From an optimization exercise on the open Yosys and OpenROAD flow, aimed at small area, a short achievable clock period and few clock cycles per item; shortcuts taken in it are not production practice.
Where RTL was checked, it was by simulation tests only, not by an equivalence proof against the original.

==> build 67: inputs <==
==> flow/design.v (excerpt) <==
module ignition_advance_curve_lookup (
  input  logic        clk,
  input  logic        rst,
  input  logic        write_enable,
  input  logic [1:0]  write_index,
  input  logic [15:0] write_data,
  input  logic        in_valid,
  output logic        in_stall,
  input  logic [15:0] engine_speed,
  output logic        out_valid,
  input  logic        out_stall,
  output logic [11:0] spark_advance,
  output logic [1:0]  speed_region
);
make LEC_CHECK=0 CAP_MARGIN=20 CORE_MARGIN=2 CORE_UTILIZATION=40 SLEW_MARGIN=20 finish   # period 7.0 ns
run.sh (not shown) runs the stock make flow with config.mk's settings and CLKGATE_MAP_FILE= SYNTH_SCRIPT=/design/flow/synth_recipe.tcl, a recipe that flattens the netlist after the stock synthesis.
==> inputs of build 53, as changes to build 67 <==
--- a/flow/design.v
+++ b/flow/design.v
@@ -25,21 +25,32 @@
         2'd0: cranking_advance     <= write_data[11:0];
         2'd1: top_advance          <= write_data[11:0];
         2'd2: cranking_speed_limit <= write_data;
         default: ;
       endcase
     end
   end
   logic        en;
-  logic        o2_full;
+  logic        skid_full;
+  logic [15:0] skid_speed;
+  logic        src_valid;
   logic [15:0] s;
-  assign en       = !o2_full;
-  assign in_stall = o2_full;
-  assign s        = engine_speed;
+  assign en        = !(out_valid && out_stall);
+  assign in_stall  = skid_full;
+  assign src_valid = skid_full || in_valid;
+  assign s         = skid_full ? skid_speed : engine_speed;
+  always_ff @(posedge clk) begin
+    if (rst)                        skid_full <= 1'b0;
+    else if (en)                    skid_full <= 1'b0;
+    else if (in_valid && !skid_full) skid_full <= 1'b1;
+  end
+  always_ff @(posedge clk) begin
+    if (!en && !skid_full) skid_speed <= engine_speed;
+  end
   logic [13:0] s14;
   logic [3:0]  seg;
   logic [1:0]  region;
   assign s14 = s[13:0];    
   always_comb begin
     seg = 4'd0;
     if (s14 >= 14'd1067) seg = 4'd1;
     if (s14 >= 14'd2134) seg = 4'd2;
@@ -62,17 +73,17 @@
     else                           region = 2'd1;
   end
   logic        a_valid;
   logic [3:0]  a_seg;
   logic [10:0] a_s;
   logic [1:0]  a_region;
   always_ff @(posedge clk) begin
     if (rst)     a_valid <= 1'b0;
-    else if (en) a_valid <= in_valid;
+    else if (en) a_valid <= src_valid;
   end
   always_ff @(posedge clk) begin
     if (en) begin
       a_seg    <= seg;
       a_s      <= s[10:0];
       a_region <= region;
     end
   end
@@ -109,20 +120,17 @@
     if (en) begin
       b_seg    <= a_seg;
       b_delta  <= a_s - lo11;
       b_region <= a_region;
     end
   end
   logic [2:0]  asel;
   logic [3:0]  bsel;
-  logic        w66, bneg;
   logic [14:0] pa, pb;
-  logic [5:0]  s9, s10;
-  logic [16:0] x, v;
   always_comb begin
     case (b_seg)
       4'd0: begin asel = 3'b010; bsel = 4'b0010; end
       4'd1: begin asel = 3'b100; bsel = 4'b0100; end
       4'd2: begin asel = 3'b100; bsel = 4'b0100; end
       4'd3: begin asel = 3'b010; bsel = 4'b1000; end
       4'd4: begin asel = 3'b010; bsel = 4'b1000; end
       4'd5: begin asel = 3'b010; bsel = 4'b1000; end
@@ -133,18 +141,39 @@
       4'd10: begin asel = 3'b100; bsel = 4'b0100; end
       4'd11: begin asel = 3'b001; bsel = 4'b0100; end
       4'd12: begin asel = 3'b010; bsel = 4'b0010; end
       4'd13: begin asel = 3'b001; bsel = 4'b0001; end
       4'd14: begin asel = 3'b000; bsel = 4'b0000; end
       default: begin asel = 3'b000; bsel = 4'b0000; end
     endcase
   end
+  assign pa = ({15{asel[0]}} & 15'(b_delta)) | ({15{asel[1]}} & (15'(b_delta) << 1))
+            | ({15{asel[2]}} & (15'(b_delta) << 2));
+  assign pb = ({15{bsel[0]}} & (15'(b_delta) << 1)) | ({15{bsel[1]}} & (15'(b_delta) << 2))
+            | ({15{bsel[2]}} & (15'(b_delta) << 3)) | ({15{bsel[3]}} & (15'(b_delta) << 4));
+  logic        c_valid;
+  logic [3:0]  c_seg;
+  logic [14:0] c_p;
+  logic [1:0]  c_region;
+  always_ff @(posedge clk) begin
+    if (rst)     c_valid <= 1'b0;
+    else if (en) c_valid <= b_valid;
+  end
+  always_ff @(posedge clk) begin
+    if (en) begin
+      c_seg    <= b_seg;
+      c_p      <= pa + pb;
+      c_region <= b_region;
+    end
+  end
+  logic        w66, bneg;
+  logic [16:0] v;
   always_comb begin
-    case (b_seg)
+    case (c_seg)
       4'd0: begin w66 = 1'b1; bneg = 1'b0; end
       4'd1: begin w66 = 1'b0; bneg = 1'b1; end
       4'd2: begin w66 = 1'b0; bneg = 1'b1; end
       4'd3: begin w66 = 1'b1; bneg = 1'b0; end
       4'd4: begin w66 = 1'b0; bneg = 1'b1; end
       4'd5: begin w66 = 1'b0; bneg = 1'b1; end
       4'd6: begin w66 = 1'b1; bneg = 1'b0; end
       4'd7: begin w66 = 1'b0; bneg = 1'b1; end
@@ -153,37 +182,31 @@
       4'd10: begin w66 = 1'b0; bneg = 1'b1; end
       4'd11: begin w66 = 1'b0; bneg = 1'b1; end
       4'd12: begin w66 = 1'b1; bneg = 1'b0; end
       4'd13: begin w66 = 1'b0; bneg = 1'b0; end
       4'd14: begin w66 = 1'b0; bneg = 1'b0; end
       default: begin w66 = 1'b0; bneg = 1'b0; end
     endcase
   end
-  assign pa = ({15{asel[0]}} & 15'(b_delta)) | ({15{asel[1]}} & (15'(b_delta) << 1))
-            | ({15{asel[2]}} & (15'(b_delta) << 2));
-  assign pb = ({15{bsel[0]}} & (15'(b_delta) << 1)) | ({15{bsel[1]}} & (15'(b_delta) << 2))
-            | ({15{bsel[2]}} & (15'(b_delta) << 3)) | ({15{bsel[3]}} & (15'(b_delta) << 4));
-  assign s9  = 6'(pa[14:9]) + 6'(pb[14:9]);
-  assign s10 = 6'(pa[14:10]) + 6'(pb[14:10]);
-  assign x   = w66 ? 17'(s9) + 17'(s10) : 17'd0 - 17'(s10) - (bneg ? 17'd4 : 17'd0);
-  assign v   = {pa, 2'b00} + {pb, 2'b00} + x;
+  assign v = w66 ? {c_p, 2'b00} + 17'(c_p[14:9]) + 17'(c_p[14:10])
+                 : {c_p, 2'b00} - 17'(c_p[14:10]) - (bneg ? 17'd3 : 17'd0);
   logic        d_valid;
   logic [3:0]  d_seg;
   logic [7:0]  d_y;
   logic [1:0]  d_region;
   always_ff @(posedge clk) begin
     if (rst)     d_valid <= 1'b0;
-    else if (en) d_valid <= b_valid;
+    else if (en) d_valid <= c_valid;
   end
   always_ff @(posedge clk) begin
     if (en) begin
-      d_seg    <= b_seg;
+      d_seg    <= c_seg;
       d_y      <= v[16:9];
-      d_region <= b_region;
+      d_region <= c_region;
     end
   end
   logic [8:0]  c_lo;
   logic [11:0] adv;
   always_comb begin
     case (d_seg)
       4'd0: c_lo = 9'd50;
       4'd1: c_lo = 9'd60;
@@ -465,36 +488,19 @@
   endfunction
   always_comb begin
     case (d_region)
       2'd0:    adv = cranking_advance;
       2'd2:    adv = top_advance;
       default: adv = 12'(c_lo) + 12'(div5(d_y));
     endcase
   end
-  logic        o_free;
-  logic [11:0] o2_adv;
-  logic [1:0]  o2_region;
-  assign o_free = !out_valid || !out_stall;
-  always_ff @(posedge clk) begin
-    if (rst) begin
-      out_valid <= 1'b0;
-      o2_full   <= 1'b0;
-    end else if (o_free) begin
-      out_valid <= o2_full || d_valid;
-      o2_full   <= 1'b0;
-    end else if (!o2_full) begin
-      o2_full   <= d_valid;
-    end
-  end
   always_ff @(posedge clk) begin
-    if (o_free) begin
-      spark_advance <= o2_full ? o2_adv : adv;
-      speed_region  <= o2_full ? o2_region : d_region;
-    end
+    if (rst)     out_valid <= 1'b0;
+    else if (en) out_valid <= d_valid;
   end
   always_ff @(posedge clk) begin
-    if (!o_free && !o2_full) begin
-      o2_adv    <= adv;
-      o2_region <= d_region;
+    if (en) begin
+      spark_advance <= adv;
+      speed_region  <= d_region;
     end
   end
 endmodule
- ABC_CLOCK_PERIOD_IN_PS: unset -> 2000
- SETUP_SLACK_MARGIN: unset -> 4.5
==> inputs of trial 24, as changes to build 67 <==
--- a/flow/design.v
+++ b/flow/design.v
@@ -25,20 +25,19 @@
         2'd0: cranking_advance     <= write_data[11:0];
         2'd1: top_advance          <= write_data[11:0];
         2'd2: cranking_speed_limit <= write_data;
         default: ;
       endcase
     end
   end
   logic        en;
-  logic        o2_full;
   logic [15:0] s;
-  assign en       = !o2_full;
-  assign in_stall = o2_full;
+  assign en       = !(out_valid && out_stall);
+  assign in_stall = !en;
   assign s        = engine_speed;
   logic [13:0] s14;
   logic [3:0]  seg;
   logic [1:0]  region;
   assign s14 = s[13:0];    
   always_comb begin
     seg = 4'd0;
     if (s14 >= 14'd1067) seg = 4'd1;
@@ -109,20 +108,17 @@
     if (en) begin
       b_seg    <= a_seg;
       b_delta  <= a_s - lo11;
       b_region <= a_region;
     end
   end
   logic [2:0]  asel;
   logic [3:0]  bsel;
-  logic        w66, bneg;
   logic [14:0] pa, pb;
-  logic [5:0]  s9, s10;
-  logic [16:0] x, v;
   always_comb begin
     case (b_seg)
       4'd0: begin asel = 3'b010; bsel = 4'b0010; end
       4'd1: begin asel = 3'b100; bsel = 4'b0100; end
       4'd2: begin asel = 3'b100; bsel = 4'b0100; end
       4'd3: begin asel = 3'b010; bsel = 4'b1000; end
       4'd4: begin asel = 3'b010; bsel = 4'b1000; end
       4'd5: begin asel = 3'b010; bsel = 4'b1000; end
@@ -133,18 +129,39 @@
       4'd10: begin asel = 3'b100; bsel = 4'b0100; end
       4'd11: begin asel = 3'b001; bsel = 4'b0100; end
       4'd12: begin asel = 3'b010; bsel = 4'b0010; end
       4'd13: begin asel = 3'b001; bsel = 4'b0001; end
       4'd14: begin asel = 3'b000; bsel = 4'b0000; end
       default: begin asel = 3'b000; bsel = 4'b0000; end
     endcase
   end
+  assign pa = ({15{asel[0]}} & 15'(b_delta)) | ({15{asel[1]}} & (15'(b_delta) << 1))
+            | ({15{asel[2]}} & (15'(b_delta) << 2));
+  assign pb = ({15{bsel[0]}} & (15'(b_delta) << 1)) | ({15{bsel[1]}} & (15'(b_delta) << 2))
+            | ({15{bsel[2]}} & (15'(b_delta) << 3)) | ({15{bsel[3]}} & (15'(b_delta) << 4));
+  logic        c_valid;
+  logic [3:0]  c_seg;
+  logic [14:0] c_p;
+  logic [1:0]  c_region;
+  always_ff @(posedge clk) begin
+    if (rst)     c_valid <= 1'b0;
+    else if (en) c_valid <= b_valid;
+  end
+  always_ff @(posedge clk) begin
+    if (en) begin
+      c_seg    <= b_seg;
+      c_p      <= pa + pb;
+      c_region <= b_region;
+    end
+  end
+  logic        w66, bneg;
+  logic [16:0] v;
   always_comb begin
-    case (b_seg)
+    case (c_seg)
       4'd0: begin w66 = 1'b1; bneg = 1'b0; end
       4'd1: begin w66 = 1'b0; bneg = 1'b1; end
       4'd2: begin w66 = 1'b0; bneg = 1'b1; end
       4'd3: begin w66 = 1'b1; bneg = 1'b0; end
       4'd4: begin w66 = 1'b0; bneg = 1'b1; end
       4'd5: begin w66 = 1'b0; bneg = 1'b1; end
       4'd6: begin w66 = 1'b1; bneg = 1'b0; end
       4'd7: begin w66 = 1'b0; bneg = 1'b1; end
@@ -153,37 +170,31 @@
       4'd10: begin w66 = 1'b0; bneg = 1'b1; end
       4'd11: begin w66 = 1'b0; bneg = 1'b1; end
       4'd12: begin w66 = 1'b1; bneg = 1'b0; end
       4'd13: begin w66 = 1'b0; bneg = 1'b0; end
       4'd14: begin w66 = 1'b0; bneg = 1'b0; end
       default: begin w66 = 1'b0; bneg = 1'b0; end
     endcase
   end
-  assign pa = ({15{asel[0]}} & 15'(b_delta)) | ({15{asel[1]}} & (15'(b_delta) << 1))
-            | ({15{asel[2]}} & (15'(b_delta) << 2));
-  assign pb = ({15{bsel[0]}} & (15'(b_delta) << 1)) | ({15{bsel[1]}} & (15'(b_delta) << 2))
-            | ({15{bsel[2]}} & (15'(b_delta) << 3)) | ({15{bsel[3]}} & (15'(b_delta) << 4));
-  assign s9  = 6'(pa[14:9]) + 6'(pb[14:9]);
-  assign s10 = 6'(pa[14:10]) + 6'(pb[14:10]);
-  assign x   = w66 ? 17'(s9) + 17'(s10) : 17'd0 - 17'(s10) - (bneg ? 17'd4 : 17'd0);
-  assign v   = {pa, 2'b00} + {pb, 2'b00} + x;
+  assign v = w66 ? {c_p, 2'b00} + 17'(c_p[14:9]) + 17'(c_p[14:10])
+                 : {c_p, 2'b00} - 17'(c_p[14:10]) - (bneg ? 17'd3 : 17'd0);
   logic        d_valid;
   logic [3:0]  d_seg;
   logic [7:0]  d_y;
   logic [1:0]  d_region;
   always_ff @(posedge clk) begin
     if (rst)     d_valid <= 1'b0;
-    else if (en) d_valid <= b_valid;
+    else if (en) d_valid <= c_valid;
   end
   always_ff @(posedge clk) begin
     if (en) begin
-      d_seg    <= b_seg;
+      d_seg    <= c_seg;
       d_y      <= v[16:9];
-      d_region <= b_region;
+      d_region <= c_region;
     end
   end
   logic [8:0]  c_lo;
   logic [11:0] adv;
   always_comb begin
     case (d_seg)
       4'd0: c_lo = 9'd50;
       4'd1: c_lo = 9'd60;
@@ -465,36 +476,19 @@
   endfunction
   always_comb begin
     case (d_region)
       2'd0:    adv = cranking_advance;
       2'd2:    adv = top_advance;
       default: adv = 12'(c_lo) + 12'(div5(d_y));
     endcase
   end
-  logic        o_free;
-  logic [11:0] o2_adv;
-  logic [1:0]  o2_region;
-  assign o_free = !out_valid || !out_stall;
   always_ff @(posedge clk) begin
-    if (rst) begin
-      out_valid <= 1'b0;
-      o2_full   <= 1'b0;
-    end else if (o_free) begin
-      out_valid <= o2_full || d_valid;
-      o2_full   <= 1'b0;
-    end else if (!o2_full) begin
-      o2_full   <= d_valid;
-    end
+    if (rst)     out_valid <= 1'b0;
+    else if (en) out_valid <= d_valid;
   end
   always_ff @(posedge clk) begin
-    if (o_free) begin
-      spark_advance <= o2_full ? o2_adv : adv;
-      speed_region  <= o2_full ? o2_region : d_region;
-    end
-  end
-  always_ff @(posedge clk) begin
-    if (!o_free && !o2_full) begin
-      o2_adv    <= adv;
-      o2_region <= d_region;
+    if (en) begin
+      spark_advance <= adv;
+      speed_region  <= d_region;
     end
   end
 endmodule
- SETUP_SLACK_MARGIN: unset -> 3.3
==> inputs of trial 83, as changes to build 67 <==
--- a/flow/design.v
+++ b/flow/design.v
@@ -109,20 +109,17 @@
     if (en) begin
       b_seg    <= a_seg;
       b_delta  <= a_s - lo11;
       b_region <= a_region;
     end
   end
   logic [2:0]  asel;
   logic [3:0]  bsel;
-  logic        w66, bneg;
   logic [14:0] pa, pb;
-  logic [5:0]  s9, s10;
-  logic [16:0] x, v;
   always_comb begin
     case (b_seg)
       4'd0: begin asel = 3'b010; bsel = 4'b0010; end
       4'd1: begin asel = 3'b100; bsel = 4'b0100; end
       4'd2: begin asel = 3'b100; bsel = 4'b0100; end
       4'd3: begin asel = 3'b010; bsel = 4'b1000; end
       4'd4: begin asel = 3'b010; bsel = 4'b1000; end
       4'd5: begin asel = 3'b010; bsel = 4'b1000; end
@@ -133,18 +130,39 @@
       4'd10: begin asel = 3'b100; bsel = 4'b0100; end
       4'd11: begin asel = 3'b001; bsel = 4'b0100; end
       4'd12: begin asel = 3'b010; bsel = 4'b0010; end
       4'd13: begin asel = 3'b001; bsel = 4'b0001; end
       4'd14: begin asel = 3'b000; bsel = 4'b0000; end
       default: begin asel = 3'b000; bsel = 4'b0000; end
     endcase
   end
+  assign pa = ({15{asel[0]}} & 15'(b_delta)) | ({15{asel[1]}} & (15'(b_delta) << 1))
+            | ({15{asel[2]}} & (15'(b_delta) << 2));
+  assign pb = ({15{bsel[0]}} & (15'(b_delta) << 1)) | ({15{bsel[1]}} & (15'(b_delta) << 2))
+            | ({15{bsel[2]}} & (15'(b_delta) << 3)) | ({15{bsel[3]}} & (15'(b_delta) << 4));
+  logic        c_valid;
+  logic [3:0]  c_seg;
+  logic [14:0] c_p;
+  logic [1:0]  c_region;
+  always_ff @(posedge clk) begin
+    if (rst)     c_valid <= 1'b0;
+    else if (en) c_valid <= b_valid;
+  end
+  always_ff @(posedge clk) begin
+    if (en) begin
+      c_seg    <= b_seg;
+      c_p      <= pa + pb;
+      c_region <= b_region;
+    end
+  end
+  logic        w66, bneg;
+  logic [16:0] v;
   always_comb begin
-    case (b_seg)
+    case (c_seg)
       4'd0: begin w66 = 1'b1; bneg = 1'b0; end
       4'd1: begin w66 = 1'b0; bneg = 1'b1; end
       4'd2: begin w66 = 1'b0; bneg = 1'b1; end
       4'd3: begin w66 = 1'b1; bneg = 1'b0; end
       4'd4: begin w66 = 1'b0; bneg = 1'b1; end
       4'd5: begin w66 = 1'b0; bneg = 1'b1; end
       4'd6: begin w66 = 1'b1; bneg = 1'b0; end
       4'd7: begin w66 = 1'b0; bneg = 1'b1; end
@@ -153,37 +171,31 @@
       4'd10: begin w66 = 1'b0; bneg = 1'b1; end
       4'd11: begin w66 = 1'b0; bneg = 1'b1; end
       4'd12: begin w66 = 1'b1; bneg = 1'b0; end
       4'd13: begin w66 = 1'b0; bneg = 1'b0; end
       4'd14: begin w66 = 1'b0; bneg = 1'b0; end
       default: begin w66 = 1'b0; bneg = 1'b0; end
     endcase
   end
-  assign pa = ({15{asel[0]}} & 15'(b_delta)) | ({15{asel[1]}} & (15'(b_delta) << 1))
-            | ({15{asel[2]}} & (15'(b_delta) << 2));
-  assign pb = ({15{bsel[0]}} & (15'(b_delta) << 1)) | ({15{bsel[1]}} & (15'(b_delta) << 2))
-            | ({15{bsel[2]}} & (15'(b_delta) << 3)) | ({15{bsel[3]}} & (15'(b_delta) << 4));
-  assign s9  = 6'(pa[14:9]) + 6'(pb[14:9]);
-  assign s10 = 6'(pa[14:10]) + 6'(pb[14:10]);
-  assign x   = w66 ? 17'(s9) + 17'(s10) : 17'd0 - 17'(s10) - (bneg ? 17'd4 : 17'd0);
-  assign v   = {pa, 2'b00} + {pb, 2'b00} + x;
+  assign v = w66 ? {c_p, 2'b00} + 17'(c_p[14:9]) + 17'(c_p[14:10])
+                 : {c_p, 2'b00} - 17'(c_p[14:10]) - (bneg ? 17'd3 : 17'd0);
   logic        d_valid;
   logic [3:0]  d_seg;
   logic [7:0]  d_y;
   logic [1:0]  d_region;
   always_ff @(posedge clk) begin
     if (rst)     d_valid <= 1'b0;
-    else if (en) d_valid <= b_valid;
+    else if (en) d_valid <= c_valid;
   end
   always_ff @(posedge clk) begin
     if (en) begin
-      d_seg    <= b_seg;
+      d_seg    <= c_seg;
       d_y      <= v[16:9];
-      d_region <= b_region;
+      d_region <= c_region;
     end
   end
   logic [8:0]  c_lo;
   logic [11:0] adv;
   always_comb begin
     case (d_seg)
       4'd0: c_lo = 9'd50;
       4'd1: c_lo = 9'd60;
==> impl_metrics.env <==
export IMPL_status="no timing/DRC/antenna violations"
export IMPL_multi_input_area_um2=5110
export IMPL_worstSkewPairLatency_ps=430
export IMPL_detail_route_wl_per_cell_um=14.9
export IMPL_fillers=2172
export IMPL_placed_cells=1288
export IMPL_viasPerCell=5.33
Source of the figures above: trial 24

==> impl_metrics.env <==
export IMPL_status="no timing/DRC/antenna violations"
export IMPL_detail_route_wl_per_cell_um=15.4
export IMPL_fillers=2215
export IMPL_cts_root_buffer="clkbuf_16"
export IMPL_cts_tree="built"
export IMPL_worstSkewPairLatency_ps=420
export IMPL_multi_input_area_um2=5380
Source of the figures above: build 67

==> impl_metrics.env <==
export IMPL_synth_edf_count=97
export IMPL_multi_input_area_um2=5210
export IMPL_slew_violations=0
export IMPL_viasPerCell=5.30
export IMPL_worstSkewPairLatency_ps=430
export IMPL_crit_cells=13
export IMPL_status="no timing/DRC/antenna violations"
Source of the figures above: trial 83

==> impl_metrics.env <==
export IMPL_fillers=2148
export IMPL_stdcell_count=1562
export IMPL_detail_route_wl_per_cell_um=15.9
export IMPL_worstSkewPairLatency_ps=430
export IMPL_viasPerCell=5.34
export IMPL_slew_violations=0
export IMPL_h_tree_depth=4
export IMPL_multi_input_area_um2=6490
export IMPL_placed_cells=1399
export IMPL_status="no timing/DRC/antenna violations"
Source of the figures above: build 53

Testbench counts of trial 24, summed over its fixed seeds: cycles 9,640, items 9,600.
Testbench counts of trial 83, summed over its fixed seeds: cycles 9,640, items 9,600.
The RTL of build 67 and build 53 was laid out without a check of its function.

==> re-timing with driven ports <==
No port has a modelled driver above. Below, the same layouts with a new extraction and two added sets of constraints. Step 1, drivers: a clkbuf_16 drives clk and a buf_2 each remaining input, both assumed. Step 2 moves the port delays by t, midway between the first and last clock arrival at a register: inputs arrive t later, outputs are due t later. That takes back most of the time a late clock gives input paths. a / b / c = ideal ports / drivers / drivers and shift; a / b = the first two.
run | t (ns) | slack for setup (ns) | worst slew at a driven data input, ns | pins driven straight from the clock port
build 67 | 0.466 | 0.324 / 0.324 / 0.324 | 0.06 | 1
build 53 | 0.469 | 3.453 / 3.453 / 3.437 | 0.05 | 1
trial 24 | 0.476 | 3.357 / 3.357 / 3.002 | 0.06 | 1
trial 83 | 0.474 | 2.947 / 2.947 / 2.947 | 0.05 | 1
After both steps every run listed still meets setup and hold. For trial 24, which loses most, drivers alone change the setup slack by 0.000 ns; drivers and shift together by -0.355 ns.
